Context: an optimization exercise on an open-source flow, tuned for small area, a short achievable clock period and few clock cycles per item. The choices shown serve that exercise and are no tape-out recipe.
Function was checked by simulation only, so behaviour that the tests miss may differ from the original.
No activity file was given, so power comes from the tool's default toggle rates.

==> flow/design.v <==
package rv_pkg;
    typedef logic [32-1:0]   word_t;
    typedef logic [5-1:0] reg_addr_t;
    typedef enum logic [3:0] {
        ALU_ADD    = 4'd0,
        ALU_SUB    = 4'd1,
        ALU_SLL    = 4'd2,
        ALU_SLT    = 4'd3,
        ALU_SLTU   = 4'd4,
        ALU_XOR    = 4'd5,
        ALU_SRL    = 4'd6,
        ALU_SRA    = 4'd7,
        ALU_OR     = 4'd8,
        ALU_AND    = 4'd9,
        ALU_PASS_B = 4'd10
    } alu_op_e;
    typedef struct packed {
        alu_op_e   alu_op;
        word_t     operand_a;
        word_t     operand_b;
        reg_addr_t rd;
        logic      wen;
    } dec_pkt_t;
    typedef struct packed {
        reg_addr_t rd;
        word_t     data;
        logic      wen;
    } wb_pkt_t;
endpackage
`timescale 1ns/1ps
module regfile (
    input  logic        clk,
    input  logic        clr,
    input  logic [4:0]  rs1_addr,
    input  logic [4:0]  rs2_addr,
    input  logic [31:1] rs1_sel,    
    input  logic [31:1] rs2_sel,    
    output logic [31:0] rs1_data,
    output logic [31:0] rs2_data,
    input  logic        wen,
    input  logic [4:0]  wd_addr,
    input  logic [31:1] wd_sel,     
    input  logic [31:0] wd_data
);
    logic [31:0] regs [1:31];
    logic [31:0] wd;
    logic [31:1] we;
    logic        hit1, hit2;
    assign wd = clr ? 32'd0 : wd_data;
    for (genvar i = 1; i < 32; i++) begin : g_reg
        assign we[i] = clr || wd_sel[i];
        always_ff @(posedge clk) begin
            if (we[i]) regs[i] <= wd;
        end
    end
    assign hit1 = wen && (wd_addr == rs1_addr);
    assign hit2 = wen && (wd_addr == rs2_addr);
    always_comb begin
        rs1_data = {32{hit1}} & wd_data;
        rs2_data = {32{hit2}} & wd_data;
        for (int i = 1; i < 32; i++) begin
            rs1_data = rs1_data | ({32{rs1_sel[i] && !wd_sel[i]}} & regs[i]);
            rs2_data = rs2_data | ({32{rs2_sel[i] && !wd_sel[i]}} & regs[i]);
        end
    end
endmodule
`timescale 1ns/1ps
module execute_stage (
    input  logic [31:0] a,
    input  logic [31:0] b,
    input  logic [3:0]  sh_lo,      
    input  logic [3:0]  sh_mid,     
    input  logic        sh_hi,      
    input  logic        sub,        
    input  logic        sra,        
    output logic [31:0] u_sum,
    output logic [31:0] u_shl,
    output logic [31:0] u_shr,
    output logic [31:0] u_xor,
    output logic [31:0] u_or,
    output logic [31:0] u_and,
    output logic        u_slt,
    output logic        u_sltu
);
    logic cout;
    logic [31:0] p, g, gk, pk, c;
    always_comb begin
        p  = a ^ b;
        g  = a & b;
        gk = g;
        pk = p;
        for (int k = 1; k < 32; k = k * 2) begin
            for (int i = 31; i >= k; i--) begin
                gk[i] = gk[i] | (pk[i] & gk[i-k]);
                pk[i] = pk[i] & pk[i-k];
            end
        end
        c = {gk[30:0] | (pk[30:0] & {31{sub}}), sub};
    end
    assign u_sum  = p ^ c;
    assign cout   = gk[31] | (pk[31] & sub);
    assign u_sltu = ~cout;
    assign u_slt  = a[31] ^ b[31] ^ cout;
    assign u_xor = p;
    assign u_or  = a | b;
    assign u_and = g;
    logic        fill;
    logic [31:0] r16, r4, l16, l4;
    assign fill = sra & a[31];
    always_comb begin
        for (int i = 0; i < 32; i++) begin
            r16[i] = sh_hi ? ((i + 16 < 32) ? a[(i+16)%32] : fill) : a[i];
            l16[i] = sh_hi ? ((i >= 16) ? a[(i+16)%32] : 1'b0) : a[i];
        end
        for (int i = 0; i < 32; i++) begin
            r4[i] = 1'b0;
            l4[i] = 1'b0;
            for (int j = 0; j < 4; j++) begin
                r4[i] = r4[i] | (sh_mid[j] & ((i + 4*j < 32) ? r16[(i+4*j)%32] : fill));
                l4[i] = l4[i] | (sh_mid[j] & ((i >= 4*j) ? l16[(i+32-4*j)%32] : 1'b0));
            end
        end
        for (int i = 0; i < 32; i++) begin
            u_shr[i] = 1'b0;
            u_shl[i] = 1'b0;
            for (int j = 0; j < 4; j++) begin
                u_shr[i] = u_shr[i] | (sh_lo[j] & ((i + j < 32) ? r4[(i+j)%32] : fill));
                u_shl[i] = u_shl[i] | (sh_lo[j] & ((i >= j) ? l4[(i+32-j)%32] : 1'b0));
            end
        end
    end
endmodule
`timescale 1ns/1ps
module rv_core_top (
    input  logic              clk,
    input  logic              arst_n,
    input  logic              instr_valid,
    output logic              instr_ready,
    input  rv_pkg::word_t     instr,
    output logic              retire_valid,
    input  logic              retire_ready,
    output rv_pkg::reg_addr_t retire_rd,
    output rv_pkg::word_t     retire_data
);
    localparam logic [6:0] OPC_OP     = 7'b0110011;
    localparam logic [6:0] OPC_OP_IMM = 7'b0010011;
    localparam logic [6:0] OPC_LUI    = 7'b0110111;
    logic        adv;
    logic        clr;
    logic        f_valid;
    logic [31:0] f_instr;
    logic [31:1] f_sel1, f_sel2;
    logic        r_valid;
    logic        r_wen;
    logic [4:0]  r_rd;
    logic [31:0] r_a;
    logic [31:0] r_b;
    logic [3:0]  r_sh_lo, r_sh_mid;
    logic        r_sh_hi;
    logic        r_sub, r_sra;
    logic        r_sel_add, r_sel_slt, r_sel_sltu, r_sel_sl, r_sel_sr;
    logic        r_sel_xor, r_sel_or, r_sel_and, r_sel_b;
    logic        o_valid;
    logic        o_wen;
    logic [4:0]  o_rd;
    logic [31:1] o_we;
    logic [31:0] o_data;
    assign adv         = !o_valid || retire_ready;
    assign instr_ready = adv;
    always_ff @(posedge clk or negedge arst_n) begin
        if (!arst_n) clr <= 1'b1;
        else         clr <= 1'b0;
    end
    always_ff @(posedge clk or negedge arst_n) begin
        if (!arst_n)  f_valid <= 1'b0;
        else if (adv) f_valid <= instr_valid;
    end
    always_ff @(posedge clk) begin
        if (adv) begin
            f_instr <= instr;
            for (int i = 1; i < 32; i++) begin
                f_sel1[i] <= (instr[19:15] == 5'(i));
                f_sel2[i] <= (instr[24:20] == 5'(i));
            end
        end
    end
    logic [6:0]  opcode;
    logic [2:0]  funct3;
    logic [6:0]  funct7;
    logic [4:0]  rs1, rs2, rd;
    logic        is_op, is_imm, is_lui, f7_zero, f7_alt, legal;
    logic [31:0] v1, v2, a_n, b_n, a_early, b_early, b_other;
    logic        h2, fb_p, fb_n;
    logic [31:0] u_sum, u_shl, u_shr, u_xor, u_or, u_and;
    logic        u_slt, u_sltu;
    logic [4:0]  shamt_early, shamt_n;
    logic [3:0]  sh_lo_n, sh_mid_n;
    logic [31:0] result;
    logic        r_hit1, r_hit2;
    logic        use_rs2, sll_n, sub_n;
    logic        s_add, s_slt, s_sltu, s_sl, s_sr, s_xor, s_or, s_and, s_b;
    assign opcode  = f_instr[6:0];
    assign funct3  = f_instr[14:12];
    assign funct7  = f_instr[31:25];
    assign rd      = f_instr[11:7];
    assign rs1     = f_instr[19:15];
    assign rs2     = f_instr[24:20];
    assign is_op   = (opcode == OPC_OP);
    assign is_imm  = (opcode == OPC_OP_IMM);
    assign is_lui  = (opcode == OPC_LUI);
    assign f7_zero = (funct7 == 7'b0000000);
    assign f7_alt  = (funct7 == 7'b0100000);
    always_comb begin
        if (is_op)       legal = f7_zero || (f7_alt && (funct3 == 3'b000 || funct3 == 3'b101));
        else if (is_imm) legal = (funct3 == 3'b001) ? f7_zero :
                                 (funct3 == 3'b101) ? (f7_zero || f7_alt) : 1'b1;
        else             legal = is_lui;
    end
    regfile u_regfile (
        .clk      (clk),
        .clr      (clr),
        .rs1_addr (rs1),
        .rs2_addr (rs2),
        .rs1_sel  (f_sel1),
        .rs2_sel  (f_sel2),
        .rs1_data (v1),
        .rs2_data (v2),
        .wen      (o_valid && o_wen),
        .wd_addr  (o_rd),
        .wd_sel   (o_we),
        .wd_data  (o_data)
    );
    assign r_hit1 = r_valid && r_wen && (r_rd == rs1);
    assign r_hit2 = r_valid && r_wen && (r_rd == rs2);
    assign use_rs2 = f_instr[5] && !f_instr[2];                  
    assign sll_n   = (funct3 == 3'b001);
    assign sub_n   = !f_instr[2] && ((funct3 == 3'b010) || (funct3 == 3'b011) ||
                                   ((funct3 == 3'b000) && f_instr[5] && f_instr[30]));
    logic [8:0]  sel_q, sel_a, sel_bp;
    logic [31:0] res_a, res_bp;
    assign sel_q  = {r_sel_add, r_sel_sl, r_sel_sr, r_sel_xor, r_sel_or,
                     r_sel_and, r_sel_b, r_sel_slt, r_sel_sltu};
    assign h2     = use_rs2 && r_hit2;
    assign fb_p   = h2 && !sub_n;
    assign fb_n   = h2 && sub_n;
    assign sel_a  = sel_q & {9{r_hit1}};
    assign sel_bp = sel_q & {9{fb_p}};
    function automatic logic [31:0] pick(
        input logic [8:0]  s,
        input logic [31:0] sum, shl, shr, x, o, n, pb,
        input logic        lt, ltu
    );
        pick = ({32{s[8]}} & sum) | ({32{s[7]}} & shl) | ({32{s[6]}} & shr)
             | ({32{s[5]}} & x)   | ({32{s[4]}} & o)   | ({32{s[3]}} & n)
             | ({32{s[2]}} & pb)
             | {31'd0, (s[1] & lt) | (s[0] & ltu)};
    endfunction
    assign result = pick(sel_q,  u_sum, u_shl, u_shr, u_xor, u_or, u_and, r_b, u_slt, u_sltu);
    assign res_a  = pick(sel_a,  u_sum, u_shl, u_shr, u_xor, u_or, u_and, r_b, u_slt, u_sltu);
    assign res_bp = pick(sel_bp, u_sum, u_shl, u_shr, u_xor, u_or, u_and, r_b, u_slt, u_sltu);
    assign a_early = {32{!r_hit1}} & v1;
    assign a_n     = res_a | a_early;
    always_comb begin
        if (use_rs2)       b_other = v2;
        else if (f_instr[2]) b_other = {f_instr[31:12], 12'b0};
        else               b_other = {{20{f_instr[31]}}, f_instr[31:20]};
        b_early = {32{!h2}} & (b_other ^ {32{sub_n}});
        b_n     = res_bp | ({32{fb_n}} & ~result) | b_early;
    end
    assign shamt_early = use_rs2 ? v2[4:0] : f_instr[24:20];
    assign shamt_n     = h2 ? result[4:0] : shamt_early;
    always_comb begin
        for (int j = 0; j < 4; j++) begin
            sh_lo_n[j]  = (shamt_n[1:0] == 2'(j));
            sh_mid_n[j] = (shamt_n[3:2] == 2'(j));
        end
    end
    always_comb begin
        s_add  = 1'b0; s_slt = 1'b0; s_sltu = 1'b0; s_sl  = 1'b0; s_sr = 1'b0;
        s_xor  = 1'b0; s_or  = 1'b0; s_and  = 1'b0; s_b   = 1'b0;
        if (legal && is_lui) begin
            s_b = 1'b1;
        end else if (legal) begin
            case (funct3)
                3'b000:  s_add  = 1'b1;
                3'b001:  s_sl   = 1'b1;
                3'b010:  s_slt  = 1'b1;
                3'b011:  s_sltu = 1'b1;
                3'b100:  s_xor  = 1'b1;
                3'b101:  s_sr   = 1'b1;
                3'b110:  s_or   = 1'b1;
                default: s_and  = 1'b1;
            endcase
        end
    end
    always_ff @(posedge clk or negedge arst_n) begin
        if (!arst_n)  r_valid <= 1'b0;
        else if (adv) r_valid <= f_valid;
    end
    always_ff @(posedge clk) begin
        if (adv) begin
            r_wen      <= legal && (rd != 5'd0);
            r_rd       <= legal ? rd : 5'd0;
            r_a        <= a_n;
            r_b        <= b_n;
            r_sh_lo    <= sh_lo_n;
            r_sh_mid   <= sh_mid_n;
            r_sh_hi    <= shamt_n[4];
            r_sub      <= sub_n;
            r_sra      <= f_instr[30];
            r_sel_add  <= s_add;
            r_sel_slt  <= s_slt;
            r_sel_sltu <= s_sltu;
            r_sel_sl   <= s_sl;
            r_sel_sr   <= s_sr;
            r_sel_xor  <= s_xor;
            r_sel_or   <= s_or;
            r_sel_and  <= s_and;
            r_sel_b    <= s_b;
        end
    end
    execute_stage u_execute (
        .a      (r_a),
        .b      (r_b),
        .sh_lo  (r_sh_lo),
        .sh_mid (r_sh_mid),
        .sh_hi  (r_sh_hi),
        .sub    (r_sub),
        .sra    (r_sra),
        .u_sum  (u_sum),
        .u_shl  (u_shl),
        .u_shr  (u_shr),
        .u_xor  (u_xor),
        .u_or   (u_or),
        .u_and  (u_and),
        .u_slt  (u_slt),
        .u_sltu (u_sltu)
    );
    always_ff @(posedge clk or negedge arst_n) begin
        if (!arst_n)  o_valid <= 1'b0;
        else if (adv) o_valid <= r_valid;
    end
    always_ff @(posedge clk) begin
        if (adv) begin
            o_wen  <= r_wen;
            o_rd   <= r_rd;
            for (int i = 1; i < 32; i++) o_we[i] <= r_valid && r_wen && (r_rd == 5'(i));
            o_data <= result;
        end
    end
    assign retire_valid = o_valid;
    assign retire_rd    = o_rd;
    assign retire_data  = o_data;
endmodule
==> flow/run.sh <==
#!/bin/bash
# synth_recipe.tcl (not shown) runs the flow's synth.tcl, then flattens the netlist and writes it again
# the make line also repeats each setting of config.mk as NAME=value (left out here)
make -C /OpenROAD-flow-scripts/flow DESIGN_CONFIG=/design/flow/config.mk WORK_HOME=/design/flow/orfs CLKGATE_MAP_FILE= SYNTH_SCRIPT=/design/flow/synth_recipe.tcl finish
==> flow/config.mk <==
export PLATFORM = sky130hd
export DESIGN_NAME = rv_core_top
export DESIGN_NICKNAME = rv_core_top
export VERILOG_FILES = /design/flow/design.v
export SDC_FILE = /design/flow/constraint.sdc
export NUM_CORES = 4
export LEC_CHECK = 0
export CAP_MARGIN = 20
export CORE_MARGIN = 2
export CORE_UTILIZATION = 50
export SETUP_SLACK_MARGIN = 2.8
export SLEW_MARGIN = 20
==> flow/constraint.sdc <==
create_clock -name core_clock -period 6.0 [get_ports {clk}]
set_input_delay 1.2000 -clock core_clock [delete_from_list [all_inputs] [get_ports {clk}]]
set_output_delay 1.2000 -clock core_clock [all_outputs]
set_load 0.01 [all_outputs]
==> results of run 1 <==
## what timing repair did
action / CTS / global route
pin swaps: 12 / 42
endpoints found under the setup margin: 120 / 70
resized for setup: 102 / 109
hold buffers: 0 / 0
setup buffers: 96 / 75
cloned: 4 / 5
## layout make-up
cell class,instances,area (sq um)
Multi-Input combinational cell,2780,21100
Clock buffer,177,3680
Sequential cell,1249,37500
Inverter,96,362
Tap cell,1524,1910
Timing Repair Buffer,471,4210
Antenna cell,11,27.5
Fill cell,9232,46900
Clock inverter,65,723
## per-stage QoR
stage	setup slack (ns)	instance area, sq um	util
2_1_floorplan	1.79	58800	-
3_3_place_gp	1.79	62400	0.536
3_5_place_dp	1.76	62400	0.537
4_1_cts	2.74	68200	0.586
5_1_grt	2.69	69500	0.597
6_report	2.69	69500	0.597
## Yosys cell counts (8+ instances only)
cell / n
ha_1: 64
nor2b_1: 111
nor4_1: 10
or3_1: 18
nand2b_1: 22
a31oi_1: 31
or2_2: 37
and3_1: 8
o21a_1: 13
and2_1: 10
nor3_1: 78
buf_1: 52
o21ai_0: 87
nor2_1: 180
xnor2_1: 45
a221o_1: 16
a222oi_1: 61
mux2_2: 30
nand3_1: 71
edfxtp_1: 1245
o211ai_1: 28
buf_2: 8
nand3b_1: 9
xor2_1: 19
and3b_1: 10
a21boi_0: 9
a21o_1: 20
mux2i_1: 8
a221oi_1: 260
a2111oi_0: 38
or4_1: 8
a21oi_1: 177
inv_1: 95
a211oi_1: 23
clkbuf_1: 286
nand2_1: 181
o22ai_1: 10
o221ai_1: 10
a22o_1: 289
nand4_1: 167
a22oi_1: 524
## how the worst min path moves through the flow
stage | cells past startpoint | end | slack, ns
2_1_floorplan | 0 | o_rd[1] | 0.42
3_3_place_gp | 1 | r_valid | 0.48
3_5_place_dp | 1 | r_valid | 0.49
4_1_cts | 1 | r_valid | 0.50
5_1_grt | 1 | r_valid | 0.52
6_report | 1 | r_valid | 0.50
## routing by layer
metal | vias to the layer above | global-route usage | routed length [microns]
met5 | - | 0.00120 | 429
met4 | 34 | 0.325 | 27100
met3 | 1702 | 0.220 | 55100
met2 | 6096 | 0.648 | 118000
met1 | 25419 | 0.616 | 98700
li1 | 19181 | - | -
## cells in the final DEF (no fill, tap or decap), types with 25 or more instances in the layout
| cell type | synthesis | final |
|---|---|---|
| a31oi_1 | 31 | 30 |
| o21ai_0 | 87 | 75 |
| nand3_1 | 71 | 68 |
| o211ai_1 | 28 | 28 |
| clkbuf_1 | 286 | 35 |
| inv_1 | 95 | 94 |
| nor2_1 | 180 | 178 |
| buf_12 | 0 | 25 |
| mux2_2 | 30 | 30 |
| or2_2 | 37 | 36 |
| clkdlybuf4s50_1 | 0 | 72 |
| nand2_1 | 181 | 180 |
| nor2b_4 | 0 | 64 |
| ha_1 | 64 | 50 |
| edfxtp_1 | 1245 | 1245 |
| clkbuf_16 | 0 | 147 |
| a22o_1 | 289 | 289 |
| a221oi_1 | 260 | 254 |
| nor3_1 | 78 | 59 |
| a22oi_1 | 524 | 517 |
| a222oi_1 | 61 | 61 |
| nand4_1 | 167 | 167 |
| nor2b_1 | 111 | 43 |
| buf_4 | 1 | 352 |
| a21oi_1 | 177 | 167 |
| xnor2_1 | 45 | 45 |
## report_power, final
group / internal (mW) / switching [mW] / leakage (nW) / total [mW]
clock: 4.94 / 3.59 / 2.13 / 8.53
combinational: 3.86 / 8.18 / 9.23 / 12.0
sequential: 12.5 / 1.60 / 12.9 / 14.1
total: 21.3 / 13.4 / 24.3 / 34.7
## state kept, by name, summed over array words and instances (netlist names), 31 cells and up
signal          flops
r_b                32
o_data             32
r_a                32
u_regfile.regs    992
o_we               31
f_sel2             31
f_sel1             31
f_instr            32
## cells by family (layout without fill, tap and decap cells)
| kind of cell | after synthesis | after routing | share of synthesized area |
|---|---|---|---|
| compound gates | 1672 | 1672 | 0.219 |
| flops | 1249 | 1249 | 0.638 |
| simple gates | 934 | 937 | 0.0822 |
| buf+inv | 448 | 809 | 0.0294 |
| fa+ha+maj | 65 | 65 | 0.0140 |
| xor+xnor | 64 | 64 | 0.00953 |
| mux | 41 | 41 | 0.00787 |
| other cells | 1 | 12 | 0.0000638 |
## critical path: cells and delay by family, from the launching register on
kind	cells	cell delay, ns
buffers and inverters	2	0.62
flip-flops	1	0.43
AO/OA/AOI/OAI	3	1.61
AND/OR/NAND/NOR	2	0.29
==> reports/metrics.cfg, run 1 <==
[power]
p_leak_nw = 24.3
max-vdd-ir-drop_uv = 365
fin_total_pwr_mw = 34.7
p_per_area_mw_per_mm2 = 499

[worst_setup_path]
rr_startpoint = f_sel1[18]
endpoint_kind = flip-flop
crit_path_frequent_cell = buf_4
crit_chain = nor2b_4, buf_4, buf_4, a221oi_1, nand4_1, a2111oi_0, a21oi_1
crit_start = f_sel1[18]
reg2reg_depth = 7
r2r_slack_ns = 2.69
reg2reg_to = r_a[18]
crit_arrival_ns = 3.77
startpoint_type = flip-flop
criticalPathCategory = flip-flop to flip-flop
worstPathMaxFanout = 19
required_ns = 6.46
slowest_stage = a2111oi_0
worst_path_largest_cell_delay_ns = 1.05
crit_end = r_a[18]

[logic_synthesis]
ys_seq_area_frac = 0.638
ys.flop_type = edfxtp_1
ys_async_sr_fraction = 0.00320
yosysTopAreaCell = edfxtp_1
synth_top_cells_by_area = edfxtp_1, a22oi_1, a22o_1, a221oi_1, clkbuf_1
syn_area_per_cell_sq_um = 13.1
syn_area_sq_mm = 0.0588
synth_warnings = 4
synth_cell_types = 85
synth-seq-cells = 1249
syn_inst = 4474
synth-edff-count = 1245
synth_top_area_frac = 0.636
synth_nets = 4575

[timing]
hold_viol_final = 0
grt_setup_unrepaired = yes
final.setup.tns_ns = 0
drv_slew = 0
fin_hold_ws_ns = 0.502
finalCritPeriodShare = 0.551
fin_skew_ns = 0.0288
relSlewSlack = 0.120
setup_viol = 0
worstMarginPinSlew_ns = 1.32
fmax_mhz = 302
min_period_ns = 3.31

[global_routing]
antenna_found_initial = 26
grt_pass1_vias = 47746
grt_use_total = 0.481
grt_remaining_overflow = 0
grt_pass1_wl_microns = 396000
grt_max_degree = 134

[floorplan]
fp.coreArea_sq_mm = 0.116
io_pins = 75
start_util = 0.505
dieArea_sq_mm = 0.120
die_h_microns = 347
dieWidth_microns = 347
rows = 125

[clocking]
clk_root_buffer_cell = clkbuf_16
cts-buffers-inserted = 135
clk_pin_slew_worst_paths_ns = 0.06
cts.sinks = 1249
cts_tree = done
insertion_delay_ns = 0.78
htreeDepth = 4
clockBufferDepth = 3

[place]
routabilityCongestion = 0.995
dp_hpwl_microns = 172000
portBuffers = 74
placed_cells = 5939

[min_path]
hold_class = flip-flop to flip-flop
holdCritStartpoint = f_valid

[run]
drv_cap = 0

[outcome]
status = timing/DRC/antenna clean

[routing]
drtIter0Drc = 12935
ant_nets = 0
wl_microns = 299000
drcViolationCount = 0
via_per_inst = 8.23
drtPass1Iterations = 11
vias = 52432
wl_per_cell_microns = 46.9

[final_layout]
drive_gt1_frac = 0.177
area_growth_syn_to_layout_pct = 18.2
final-instance-count-excl-fill = 6373
nNetsFinal = 4834

Testbench counts, summed over its fixed seeds: cycles 16,024, items 16,000.
==> run 2, diff against run 1 <==
--- a/flow/config.mk
+++ b/flow/config.mk
@@ -8,5 +8,5 @@
 export CAP_MARGIN = 20
 export CORE_MARGIN = 2
-export CORE_UTILIZATION = 50
+export CORE_UTILIZATION = 40
 export SETUP_SLACK_MARGIN = 2.8
 export SLEW_MARGIN = 20
==> reports/metrics.cfg, run 2 <==
[worst_setup_path]
slowest_stage = nor2b_4
worst_path_largest_cell_delay_ns = 0.95  ; -0.10 ns
crit_chain = buf_12, nor2b_4, buf_4, a22oi_1, nand3_1, a2111oi_1, buf_4, a21oi_1
startpoint_type = flip-flop
crit_path_frequent_cell = buf_4
worstPathMaxFanout = 17  ; -2
criticalPathCategory = flip-flop to flip-flop
endpoint_kind = flip-flop
crit_arrival_ns = 3.89  ; +0.12 ns
required_ns = 6.55  ; +0.09 ns

[floorplan]
dieWidth_microns = 387  ; +12%
die_h_microns = 387  ; +12%
fp.coreArea_sq_mm = 0.146  ; +25%
start_util = 0.403  ; -0.102
dieArea_sq_mm = 0.150  ; +25%
rows = 140  ; +12%
io_pins = 75  ; unchanged

[power]
p_int_mw = 21.3  ; -0.27%
p_leak_nw = 24.4  ; +0.33%
seqPwrFrac = 0.403  ; -0.004
combPwrFrac = 0.352  ; +0.005
power.switching_mw = 13.5  ; +0.97%
fin_total_pwr_mw = 34.8  ; +0.20%
pwr-share-clk = 0.245  ; about the same
switching_share = 0.388  ; +0.00293
max-vdd-ir-drop_uv = 336  ; -7.9%
p_per_area_mw_per_mm2 = 496  ; -0.74%

[timing]
hold_viol_final = 0  ; unchanged
fin_skew_ns = 0.0354  ; +0.00660 ns
setup_slack_ns = 2.66  ; -0.0344 ns
setup_viol = 0  ; unchanged
fmax_mhz = 299  ; -1.0%
grt_setup_unrepaired = yes
fin_hold_ws_ns = 0.509  ; +0.00744 ns
finalCritPeriodShare = 0.557  ; +0.00573
final.setup.tns_ns = 0  ; unchanged
worstMarginPinSlew_ns = 1.28  ; -0.0378 ns
drv_slew = 0  ; unchanged
min_period_ns = 3.34  ; +0.0344 ns
relSlewSlack = 0.145  ; +0.0252

[global_routing]
grt_max_degree = 148  ; +10%
grt_remaining_overflow = 0  ; unchanged
grt_pass1_wl_microns = 397000  ; +0.28%
grt_pass1_vias = 47457  ; -0.61%
grt_use_total = 0.382  ; -0.0988
antenna_found_initial = 20  ; -23%

[place]
placed_area_sq_mm = 0.0628  ; +0.61%
place_ws_ns = 1.75  ; -0.0115 ns
dp_hpwl_microns = 173000  ; +0.67%
routabilityCongestion = 0.983  ; -1.3%
placed_cells = 6320  ; +6.4%
portBuffers = 74  ; unchanged

[routing]
drtPass1Iterations = 10  ; -1
drtIter0Drc = 12863  ; -0.56%
drcViolationCount = 0  ; unchanged
ant_nets = 0  ; unchanged
vias = 52268  ; -0.31%
via_per_inst = 7.70  ; -6.4%
wl_per_cell_microns = 44.1  ; -5.9%
wl_microns = 300000  ; +0.24%

[logic_synthesis]
synth_top_area_frac = 0.636  ; unchanged
yosysMostFrequentCell = edfxtp_1
synth_cell_types = 85  ; unchanged
synth-edff-count = 1245  ; unchanged
synth_top_cells_by_area = edfxtp_1, a22oi_1, a22o_1, a221oi_1, clkbuf_1
ys_seq_area_frac = 0.638  ; unchanged
ys_async_sr_fraction = 0.00320  ; unchanged
ys.flop_type = edfxtp_1
synth_nets = 4575  ; unchanged
synth-seq-cells = 1249  ; unchanged
synth_warnings = 4  ; unchanged
yosysTopAreaCell = edfxtp_1
yosys-top-cells-count = edfxtp_1, a22oi_1, a22o_1, clkbuf_1, a221oi_1
syn_area_sq_mm = 0.0588  ; unchanged
syn_area_per_cell_sq_um = 13.1  ; unchanged
syn_inst = 4474  ; unchanged

[clocking]
cts.sinks = 1249  ; unchanged
cts-buffers-inserted = 137  ; +1.5%
htreeDepth = 4  ; unchanged
clk_pin_slew_worst_paths_ns = 0.06  ; about the same
clockBufferDepth = 3  ; unchanged
clk_root_buffer_cell = clkbuf_16
cts_tree = done
insertion_delay_ns = 0.82  ; +0.04 ns

[final_layout]
fillers = 12720  ; +38%
final_util = 0.481  ; -0.116
nNetsFinal = 4852  ; +0.37%
final-instance-count-excl-fill = 6789  ; +6.5%
multi_input_area_sq_mm = 0.0212  ; +0.51%
mostFrequentLayoutCells = edfxtp_1, a22oi_1, buf_4, a22o_1, a221oi_1
largest_reg_flops = 992  ; unchanged
layout_commonest_cell = edfxtp_1
top_register = u_regfile.regs
area_growth_syn_to_layout_pct = 19.3
seq_area_sq_mm = 0.0375  ; about the same
stdcell_area_sq_mm = 0.0701  ; +0.95%
drive_gt1_frac = 0.186  ; +0.00911

[min_path]
hold_class = flip-flop to flip-flop

[run]
drv_cap = 0  ; unchanged

[outcome]
status = timing/DRC/antenna clean

-- run 2: final timing paths --
check,from,to,slack (ns),cells after the start
worst min register to register,f_valid,r_valid,0.51,1
worst max-delay path,o_we[18],r_a[8],2.66,8
worst max register to register,o_we[18],r_a[8],2.66,8
max in group asynchronous,arst_n,clr,5.15,1
min in group asynchronous,arst_n,r_valid,0.61,1
worst min-delay path,f_valid,r_valid,0.51,1
-- run 2: layout make-up --
cell class,instances,area share
repair buffers,487,0.0603
clock inverters,87,0.0125
inverters,96,0.00521
multi-input cells,2780,0.302
flip-flops and latches,1249,0.534
clock buffers,160,0.0507
diodes,13,0.000464
well taps,1917,0.0342
-- run 2: repair_timing --
action / 4_1_cts / 5_1_grt
gates resized for setup: 98 / 148
hold buffers: 0 / 0
buffers inserted: 138 / 67
pin swaps: 19 / 64
gates cloned: 3 / 1
endpoints found under the setup margin: 268 / 81
-- run 2: critical path, delay by kind of cell, from the launching register on --
family | cells | cell delay, ns
AND/OR/NAND/NOR | 2 | 1.09
flip-flops | 1 | 0.41
AO/OA/AOI/OAI | 3 | 0.58
buffers and inverters | 3 | 0.97
-- run 2: per-layer routing --
metal | GRT usage | part of all wire | up-vias
li1 | - | - | 19208
met1 | 0.456 | 0.32 | 25436
met3 | 0.173 | 0.17 | 1748
met4 | 0.288 | 0.10 | 24
met2 | 0.538 | 0.40 | 5852
met5 | 0 | 0.0017 | -
-- run 2: logic make-up (layout without fill, tap and decap cells) --
| kind of cell | count (synthesis) | count (layout) | share of synthesized area |
|---|---|---|---|
| AO/OA/AOI/OAI | 1672 | 1672 | 0.219 |
| flip-flops | 1249 | 1249 | 0.638 |
| AND/OR/NAND/NOR | 934 | 937 | 0.0822 |
| buffers and inverters | 448 | 830 | 0.0294 |
| adder cells (fa/ha/maj) | 65 | 65 | 0.0140 |
| XOR/XNOR | 64 | 64 | 0.00953 |
| multiplexers | 41 | 41 | 0.00787 |
| other | 1 | 14 | 0.0000638 |
-- run 2: power by group through the flow --
stage	sequential (mW)	clock, mW	combinational, mW
floorplan	13.6	0	5.44
global placement	14.5	0	9.57
global route	14.1	8.79	12.3
finish	14.0	8.52	12.2
detailed placement	14.5	0	9.59
CTS	13.9	8.47	10.9
==> run 3, diff against run 2 <==
--- a/flow/design.v
+++ b/flow/design.v
@@ -34,6 +34,6 @@
     input  logic [4:0]  rs1_addr,
     input  logic [4:0]  rs2_addr,
-    input  logic [31:1] rs1_sel,    
-    input  logic [31:1] rs2_sel,    
+    input  logic [11:0] rs1_pre,    
+    input  logic [11:0] rs2_pre,
     output logic [31:0] rs1_data,
     output logic [31:0] rs2_data,
@@ -60,6 +60,6 @@
         rs2_data = {32{hit2}} & wd_data;
         for (int i = 1; i < 32; i++) begin
-            rs1_data = rs1_data | ({32{rs1_sel[i] && !wd_sel[i]}} & regs[i]);
-            rs2_data = rs2_data | ({32{rs2_sel[i] && !wd_sel[i]}} & regs[i]);
+            rs1_data = rs1_data | ({32{rs1_pre[8 + i/8] && rs1_pre[i%8] && !wd_sel[i]}} & regs[i]);
+            rs2_data = rs2_data | ({32{rs2_pre[8 + i/8] && rs2_pre[i%8] && !wd_sel[i]}} & regs[i]);
         end
     end
@@ -150,5 +150,5 @@
     logic        f_valid;
     logic [31:0] f_instr;
-    logic [31:1] f_sel1, f_sel2;
+    logic [11:0] f_pre1, f_pre2;
     logic        r_valid;
     logic        r_wen;
@@ -179,7 +179,11 @@
         if (adv) begin
             f_instr <= instr;
-            for (int i = 1; i < 32; i++) begin
-                f_sel1[i] <= (instr[19:15] == 5'(i));
-                f_sel2[i] <= (instr[24:20] == 5'(i));
+            for (int i = 0; i < 8; i++) begin
+                f_pre1[i] <= (instr[17:15] == 3'(i));
+                f_pre2[i] <= (instr[22:20] == 3'(i));
+            end
+            for (int i = 0; i < 4; i++) begin
+                f_pre1[8+i] <= (instr[19:18] == 2'(i));
+                f_pre2[8+i] <= (instr[24:23] == 2'(i));
             end
         end
@@ -222,6 +226,6 @@
         .rs1_addr (rs1),
         .rs2_addr (rs2),
-        .rs1_sel  (f_sel1),
-        .rs2_sel  (f_sel2),
+        .rs1_pre  (f_pre1),
+        .rs2_pre  (f_pre2),
         .rs1_data (v1),
         .rs2_data (v2),
==> reports/metrics.cfg, run 3 <==
[outcome]
status = timing/DRC/antenna clean

[global_routing]
grt_max_degree = 66  ; -55%
grt_use_total = 0.383  ; +0.000741
grt_pass1_vias = 46270  ; -2.5%
grt_pass1_wl_microns = 386000  ; -2.8%
antenna_found_initial = 23  ; +15%
grt_remaining_overflow = 0  ; unchanged

[floorplan]
fp.coreArea_sq_mm = 0.142  ; -2.9%
start_util = 0.403  ; -0.000641
dieWidth_microns = 382  ; -1.5%
dieArea_sq_mm = 0.146  ; -3.0%
io_pins = 75  ; unchanged
rows = 138  ; -1.4%
die_h_microns = 382  ; -1.5%

[power]
combPwrFrac = 0.370  ; +0.018
seqPwrFrac = 0.406  ; +0.003
p_per_area_mw_per_mm2 = 514  ; +3.6%
max-vdd-ir-drop_uv = 350  ; +4.0%
pwr-share-clk = 0.224  ; -0.021
switching_share = 0.396  ; +0.00806
p_int_mw = 21.1  ; -0.61%
p_leak_nw = 23.7  ; -2.5%
power.switching_mw = 13.9  ; +2.8%

[logic_synthesis]
synth_top_cells_by_area = edfxtp_1, a22o_1, a221oi_1, a22oi_1, clkbuf_1
synth_warnings = 4  ; unchanged
ys.flop_type = edfxtp_1
synth_nets = 4379  ; -4.3%
ys_seq_area_frac = 0.637  ; about the same
synth_top_area_frac = 0.636  ; about the same
synth-edff-count = 1207  ; -3.1%
ys_async_sr_fraction = 0.00330  ; +0.000100
syn_inst = 4278  ; -4.4%
synth_cell_types = 88  ; +3.5%
syn_area_sq_mm = 0.0570  ; -3.0%
yosys-top-cells-count = edfxtp_1, a22o_1, a22oi_1, a221oi_1, clkbuf_1
synth-seq-cells = 1211  ; -3.0%
yosysMostFrequentCell = edfxtp_1
yosysTopAreaCell = edfxtp_1
syn_area_per_cell_sq_um = 13.3  ; +1.4%

[routing]
wl_per_cell_microns = 44.3  ; +0.47%
ant_nets = 0  ; unchanged
drcViolationCount = 0  ; unchanged
drtPass1Iterations = 13  ; +3
wl_microns = 290000  ; -3.1%
vias = 50799  ; -2.8%
drtIter0Drc = 11925  ; -7.3%
via_per_inst = 7.76  ; +0.77%

[final_layout]
drive_gt1_frac = 0.196  ; +0.00970
mostFrequentLayoutCells = edfxtp_1, a22o_1, a22oi_1, buf_4, a221oi_1
fillers = 12341  ; -3.0%
area_growth_syn_to_layout_pct = 19.6
largest_reg_flops = 992  ; unchanged
nNetsFinal = 4636  ; -4.5%
layout_commonest_cell = edfxtp_1
final-instance-count-excl-fill = 6548  ; -3.5%
top_register = u_regfile.regs

[worst_setup_path]
required_ns = 6.45  ; -0.10 ns
r2r_slack_ns = 2.63  ; -0.03 ns
criticalPathCategory = flip-flop to flip-flop
startpoint_type = flip-flop
crit_arrival_ns = 3.83  ; -0.06 ns
endpoint_kind = flip-flop
worstPathMaxFanout = 11  ; -6

[place]
routabilityCongestion = 0.972  ; -1.1%
placed_cells = 6095  ; -3.6%
portBuffers = 74  ; unchanged
dp_hpwl_microns = 168000  ; -2.7%

[timing]
fin_skew_ns = 0.0911  ; +0.0558 ns
final.setup.tns_ns = 0  ; unchanged
min_period_ns = 3.37  ; +0.0318 ns
relSlewSlack = 0.145  ; about the same
grt_setup_unrepaired = yes
fmax_mhz = 296  ; -0.94%
setup_viol = 0  ; unchanged
finalCritPeriodShare = 0.562  ; +0.00530
hold_viol_final = 0  ; unchanged
drv_slew = 0  ; unchanged
worstMarginPinSlew_ns = 1.28  ; +0.000132 ns

[clocking]
cts_tree = done
clk_pin_slew_worst_paths_ns = 0.07  ; about the same
clockBufferDepth = 3  ; unchanged
cts.sinks = 1211  ; -3.0%
clk_root_buffer_cell = clkbuf_16
htreeDepth = 3  ; -1
insertion_delay_ns = 0.81  ; about the same
cts-buffers-inserted = 121  ; -12%

[min_path]
hold_class = flip-flop to flip-flop

[run]
drv_cap = 0  ; unchanged

-- run 3: changes by cell type in the layout (fill, tap and decap cells not counted), moves of 16 or more --
cell | before | now
a221oi_1 | 254 | 340
nor2_4 | 1 | 51
o21ai_0 | 72 | 54
mux2i_1 | 7 | 23
buf_4 | 369 | 341
a22o_1 | 289 | 374
edfxtp_1 | 1245 | 1207
nor2_1 | 175 | 112
nor2b_4 | 62 | 0
xnor2_1 | 44 | 61
nand4_1 | 167 | 125
nor3_1 | 57 | 24
a22oi_1 | 519 | 355
-- run 3: routing by layer --
layer | global-route usage | vias to the layer above | part of all wire
met5 | 0.0195 | - | 0.0024
met3 | 0.189 | 1929 | 0.18
met1 | 0.451 | 24357 | 0.32
met4 | 0.298 | 32 | 0.10
li1 | - | 18478 | -
met2 | 0.529 | 6003 | 0.39
-- run 3: layout make-up --
cell class / instances / area, sq um / area share
sequential: 1211 / 36300 / 0.533
multi-input combinational: 2628 / 20700 / 0.303
timing repair buffer: 483 / 4390 / 0.0644
clock buffer: 137 / 3090 / 0.0453
tap: 1890 / 2360 / 0.0347
clock inverter: 90 / 946 / 0.0139
inverter: 90 / 342 / 0.00501
antenna: 19 / 47.5 / 0.000697
-- run 3: final timing paths --
check,start,cells after the start,end
worst min-delay path,f_valid,1,r_valid
min in group asynchronous,arst_n,1,f_valid
worst max register to register,f_pre2[8],11,r_b[23]
worst max-delay path,f_pre2[8],11,r_b[23]
max in group asynchronous,arst_n,1,clr
worst min register to register,f_valid,1,r_valid
-- run 3: logic make-up after synthesis --
logic type,count (synthesis),synth area share
compound gates,1642,0.227
flops,1211,0.637
simple gates,792,0.0700
buf+inv,441,0.0298
xor+xnor,77,0.0118
fa+ha+maj,65,0.0144
mux,49,0.00921
other cells,1,0.0000658
-- run 3: worst max-delay path, cell delays in order (launching register included) --
cell       delay, ns
edfxtp_1        0.50
buf_6           0.18
nand2_1         0.09
nor2_4          0.07
buf_4           0.24
a22o_1          0.27
a221oi_1        0.22
nand3_1         0.11
a2111oi_0       0.63
a31oi_2         0.35
mux2i_1         0.26
xnor2_1         0.08
-- run 3: power groups by stage --
| stage | registers (mW) | clock network, mW | logic [mW] |
|---|---|---|---|
| after floorplan | 13.6 | 0 | 5.84 |
| after detailed placement | 14.7 | 0 | 9.76 |
| final | 14.2 | 7.84 | 12.9 |
| after global placement | 14.7 | 0 | 9.73 |
| after CTS | 14.1 | 7.81 | 11.3 |
| after global routing | 14.3 | 8.14 | 13.2 |
-- run 3: repair_timing --
| action | 4_1_cts | 5_1_grt |
|---|---|---|
| pin swaps | 30 | 90 |
| resized for setup | 122 | 188 |
| cloned | 4 | 2 |
| endpoints found under the setup margin | 129 | 74 |
| setup buffers | 126 | 75 |
| hold buffers | 0 | 0 |
-- run 3: metrics by stage --
step	instance area [sq um]	hold slack, ns	setup WS (ns)	power, mW	util
2_1_floorplan	57000	0.424	2.04	19.4	-
3_3_place_gp	60800	0.488	1.79	24.5	0.430
3_5_place_dp	60800	0.495	1.86	24.5	0.430
4_1_cts	66600	0.509	2.59	33.2	0.470
5_1_grt	68100	0.535	2.58	35.6	0.481
6_report	68200	0.508	2.63	35.0	0.482
Testbench counts of run 3, summed over its fixed seeds: cycles 16,024, items 16,000.

[re-timing with driven ports]
Ports are ideal in the flow. The routed layouts listed here were re-timed in OpenROAD.
Step 1: set_driving_cell puts a clkbuf_16 on clk and a buf_2 on each other input, an assumption about the parent block.
Step 2 times the ports against the registers' clock, not the clock port: input delays grow and output delays shrink by t, the midpoint of the rising clock arrivals with the driver on.
Three values: ideal ports, drivers, drivers and shift; two values: the first two.
run | shift t [ns] | setup slack, ns | hold WS [ns]
run 1 | 0.847 | 2.693 / 2.693 / 2.693 | 0.502 / 0.502 / 0.502
run 2 | 0.871 | 2.659 / 2.659 / 2.659 | 0.509 / 0.509 / 0.509
run 3 | 0.847 | 2.627 / 2.627 / 2.627 | 0.508 / 0.508 / 0.508
After both steps every run listed still meets setup and hold.
